From an optimization exercise on the open Yosys and OpenROAD flow, aimed at small area, a short achievable clock period and few clock cycles per item; shortcuts taken in it are not production practice. Function was checked by simulation only, so behaviour that the tests miss may differ from the original. Power is estimated from default activity; no workload was simulated.

== rev 12 ==
==> flow/design.v (excerpt) <==
module cooperative_task_timer_table #(
	parameter int MAX_TASKS = 8
) (
	input  logic        clk,
	input  logic        arst_n,
	input  logic        s_tvalid,
	output logic        s_tready,
	input  logic [47:0] s_tdata,   
	input  logic [1:0]  s_tuser,   
	output logic        m_tvalid,
	input  logic        m_tready,
	output logic [15:0] m_tdata,   
	output logic [0:0]  m_tuser,   
	output logic        m_tlast
);
For scale: roughly 370 flip-flops, ~74 I/O pins.
Settings: LEC_CHECK=0, CAP_MARGIN=20, CORE_MARGIN=2, CORE_UTILIZATION=40, SLEW_MARGIN=20; clock period 4.0 ns.
run.sh (not shown) runs the stock make flow with config.mk's settings and CLKGATE_MAP_FILE= SYNTH_SCRIPT=/design/flow/synth_recipe.tcl, a recipe that flattens the netlist after the stock synthesis.
Testbench counts of rev 12, summed over its fixed seeds: cycles 13,323, items 12,000.
Inputs modified between rev 12 and rev 13:
Settings: SETUP_SLACK_MARGIN now 1.5, previously not set.
Notes after the runs:
The flip-flop and latch share of the layout cell area number comes out lower for rev 13 vs rev 12.
Looking at first-pass GRT wire length, rev 13 sits about 1.8% above rev 12.
Min number of cells after detailed placement across rev 12 and rev 13: rev 13
On cell-internal power, rev 13 does better than rev 12.
On routed via count divided by cell count, rev 12 and rev 13 are neck and neck.
Rev 13 leaves more setup margin than rev 12.
Rev 12 → rev 13: peak supply drop lower; portion of total power attributed to the clock network shrank by 1.9 points; final area now larger; via count of the first global-routing pass held.

---

Another version of the RTL of cooperative_task_timer_table (not shown whole).
Size in the first run: roughly 1,400 cells after synthesis, ~74 I/O pins, roughly 16,000 µm² of cells after synthesis.
clock: 4.0 ns
lec_check: 0
cap_margin: 20
core_margin: 2
core_utilization: 60
cts_cluster_diameter: 100
cts_cluster_size: 24
setup_slack_margin: 1.6
slew_margin: 20
The baseline finished with timing, DRC and antenna clean.
Testbench counts at the start, summed over its fixed seeds: cycles 13,323, items 12,000.
Change:
==> flow/flow/run.sh (new file) <==
#!/bin/bash
# Own flow: the standard layout (standard.sh, which runs the standard
# synthesis unchanged), with one change: the port buffers that global
# placement inserts are sky130_fd_sc_hd__buf_2 instead of the cell
# buffer_ports picks by itself. The make output goes to standard.log.
set -euo pipefail
export BUFFER_PORTS_ARGS="-buffer_cell sky130_fd_sc_hd__buf_2"
bash standard.sh > standard.log 2>&1
==> flow/standard.sh (new file) <==
#!/bin/bash
# synth_recipe.tcl (not shown) runs the flow's synth.tcl, then flattens the netlist and writes it again
# the make line also repeats each setting of config.mk as NAME=value (left out here)
make -C /OpenROAD-flow-scripts/flow DESIGN_CONFIG=/design/flow/config.mk WORK_HOME=/design/flow/orfs CLKGATE_MAP_FILE= SYNTH_SCRIPT=/design/flow/synth_recipe.tcl "${@:-finish}"
- SETUP_SLACK_MARGIN: 1.6 -> 1.9
removed: flow/run.sh
After rerunning:
- final area goes up by 4.6%
- die area does not change
- non-clock buffer count rises by 20
- hold slack gets worse by 300 ps
- power increases by 2.3%
- critical path depth falls by 5
Change:
==> flow/run.sh (new file) <==
#!/bin/bash
# synth_recipe.tcl (not shown) runs the flow's synth.tcl, then flattens the netlist and writes it again
# the make line also repeats each setting of config.mk as NAME=value (left out here)
make -C /OpenROAD-flow-scripts/flow DESIGN_CONFIG=/design/flow/config.mk WORK_HOME=/design/flow/orfs CLKGATE_MAP_FILE= SYNTH_SCRIPT=/design/flow/synth_recipe.tcl finish
- CORE_UTILIZATION: 60 -> 40
- SETUP_SLACK_MARGIN: 1.9 -> 1.7
removed: flow/flow/run.sh
removed: flow/standard.sh
Result: With this change the flow completed and failed the layout checks on antenna rules; global-route usage drops by 11 points; count of clock-buffer cells in the layout drops by 3; synthesized area stays the same.
Change:
==> flow/flow/run.sh (new file) <==
#!/bin/bash
# Own flow: the standard layout (standard.sh, which runs the standard
# synthesis unchanged), with one change: the port buffers that global
# placement inserts are sky130_fd_sc_hd__buf_2 instead of the cell
# buffer_ports picks by itself. The make output goes to standard.log.
set -euo pipefail
export BUFFER_PORTS_ARGS="-buffer_cell sky130_fd_sc_hd__buf_2"
bash standard.sh > standard.log 2>&1
==> flow/standard.sh (new file) <==
#!/bin/bash
# synth_recipe.tcl (not shown) runs the flow's synth.tcl, then flattens the netlist and writes it again
# the make line also repeats each setting of config.mk as NAME=value (left out here)
make -C /OpenROAD-flow-scripts/flow DESIGN_CONFIG=/design/flow/config.mk WORK_HOME=/design/flow/orfs CLKGATE_MAP_FILE= SYNTH_SCRIPT=/design/flow/synth_recipe.tcl "${@:-finish}"
- SETUP_SLACK_MARGIN: 1.7 -> 1.8
removed: flow/run.sh
This time the run finished clean.
Global-route usage came out lower by 0.75 points.
Design area came out lower by 3.7%.
Setup slack improved by 61 ps.
Total power came out lower by 1.5%.
Sequential share of layout area came out higher by 1.9 points.
Combinational power came out lower by about 4%.

---

## job 5889
Starting RTL as in the previous note.
Design cooperative_task_timer_table, start of the top module:
module cooperative_task_timer_table #(
	parameter int MAX_TASKS = 8
) (
	input  logic        clk,
	input  logic        arst_n,
	input  logic        s_tvalid,
	output logic        s_tready,
	input  logic [47:0] s_tdata,   
	input  logic [1:0]  s_tuser,   
	output logic        m_tvalid,
	input  logic        m_tready,
	output logic [15:0] m_tdata,   
	output logic [0:0]  m_tuser,   
	output logic        m_tlast
);
make LEC_CHECK=0 CAP_MARGIN=20 CORE_MARGIN=2 CORE_UTILIZATION=60 CTS_CLUSTER_DIAMETER=100 CTS_CLUSTER_SIZE=24 SETUP_SLACK_MARGIN=1.9 SLEW_MARGIN=20 finish   # period 4.0 ns
Stock flow here: none of the scripts above is used.
The final layout from job 5889, which completed every stage, passed the timing, DRC and antenna checks at the end of the flow.
Testbench counts of job 5889, summed over its fixed seeds: cycles 13,323, items 12,000.
Changes in job 4910 relative to job 5889:
- a change of SETUP_SLACK_MARGIN from 1.9 to 1.8
For first-iteration detailed-routing DRC count, dividing the value from job 5889 by the value from job 4910 gives 1.16. Delta(sequential share of layout area, job 4910 - job 5889) > 0. Utilization job 5889 -> job 4910: down. From job 5889 to job 4910 the numbers moved as follows: logic gate share of total power decreased 2.3 points; share of power burned in the clock network shows an increase of 1.0 points; routed wire length down about 9%; total power consumption of the routed design decreased by 380 uW relative to the old numbers. Job 5889 → job 4910: layout multi-input combinational cell count has decreased; relative area of clock buffers and inverters in the final design has increased; number of distinct standard cells referenced by the synthesized netlist has remained practically unchanged.

-- separate check: timing with driven ports --
No port has a modelled driver above. Below, the same layouts with a new extraction and two added sets of constraints.
Step 1 sets driving cells, clkbuf_16 on the clock port and buf_2 on the other inputs (assumed; they add their load-dependent delay and slew).
Step 2 adds t to the input delays and takes it off the output delays; t is the mean of the earliest and latest rising clock arrival at the registers after step 1. Input paths then give back, and output paths get back, about the clock's delay inside the block.
Three values: no drivers, after step 1, after step 2; two values: the first two.
run	t (ns)	slack for setup (ns)	hold slack, ns	worst data-port slew with drivers (ns)	cell pins on the clock port's net
rev 12	0.623	1.038 / 1.061 / 0.438	0.512 / 0.512 / 0.512	0.06	1
rev 13	0.619	1.554 / 1.573 / 0.967	0.499 / 0.499 / 0.499	0.06	1
the first run of note 2	0.571	1.656 / 1.634 / 1.089	0.436 / 0.436 / 0.436	0.05	1
the second run of note 2	0.585	1.702 / 1.652 / 1.276	0.136 / 0.120 / 0.451	0.07	1
the third run of note 2	0.575	1.652 / 1.601 / 1.222	0.456 / 0.456 / 0.456	0.06	1
the fourth run of note 2	0.589	1.713 / 1.697 / 1.230	0.116 / 0.129 / 0.436	0.08	1
job 5889	0.568	1.704 / 1.650 / 1.214	0.469 / 0.469 / 0.469	0.05	1
job 4910	0.579	1.764 / 1.712 / 1.296	0.466 / 0.466 / 0.466	0.07	1
The setup slack of rev 12, which loses most, moves by +0.023 ns with the drivers and by -0.600 ns with both steps.
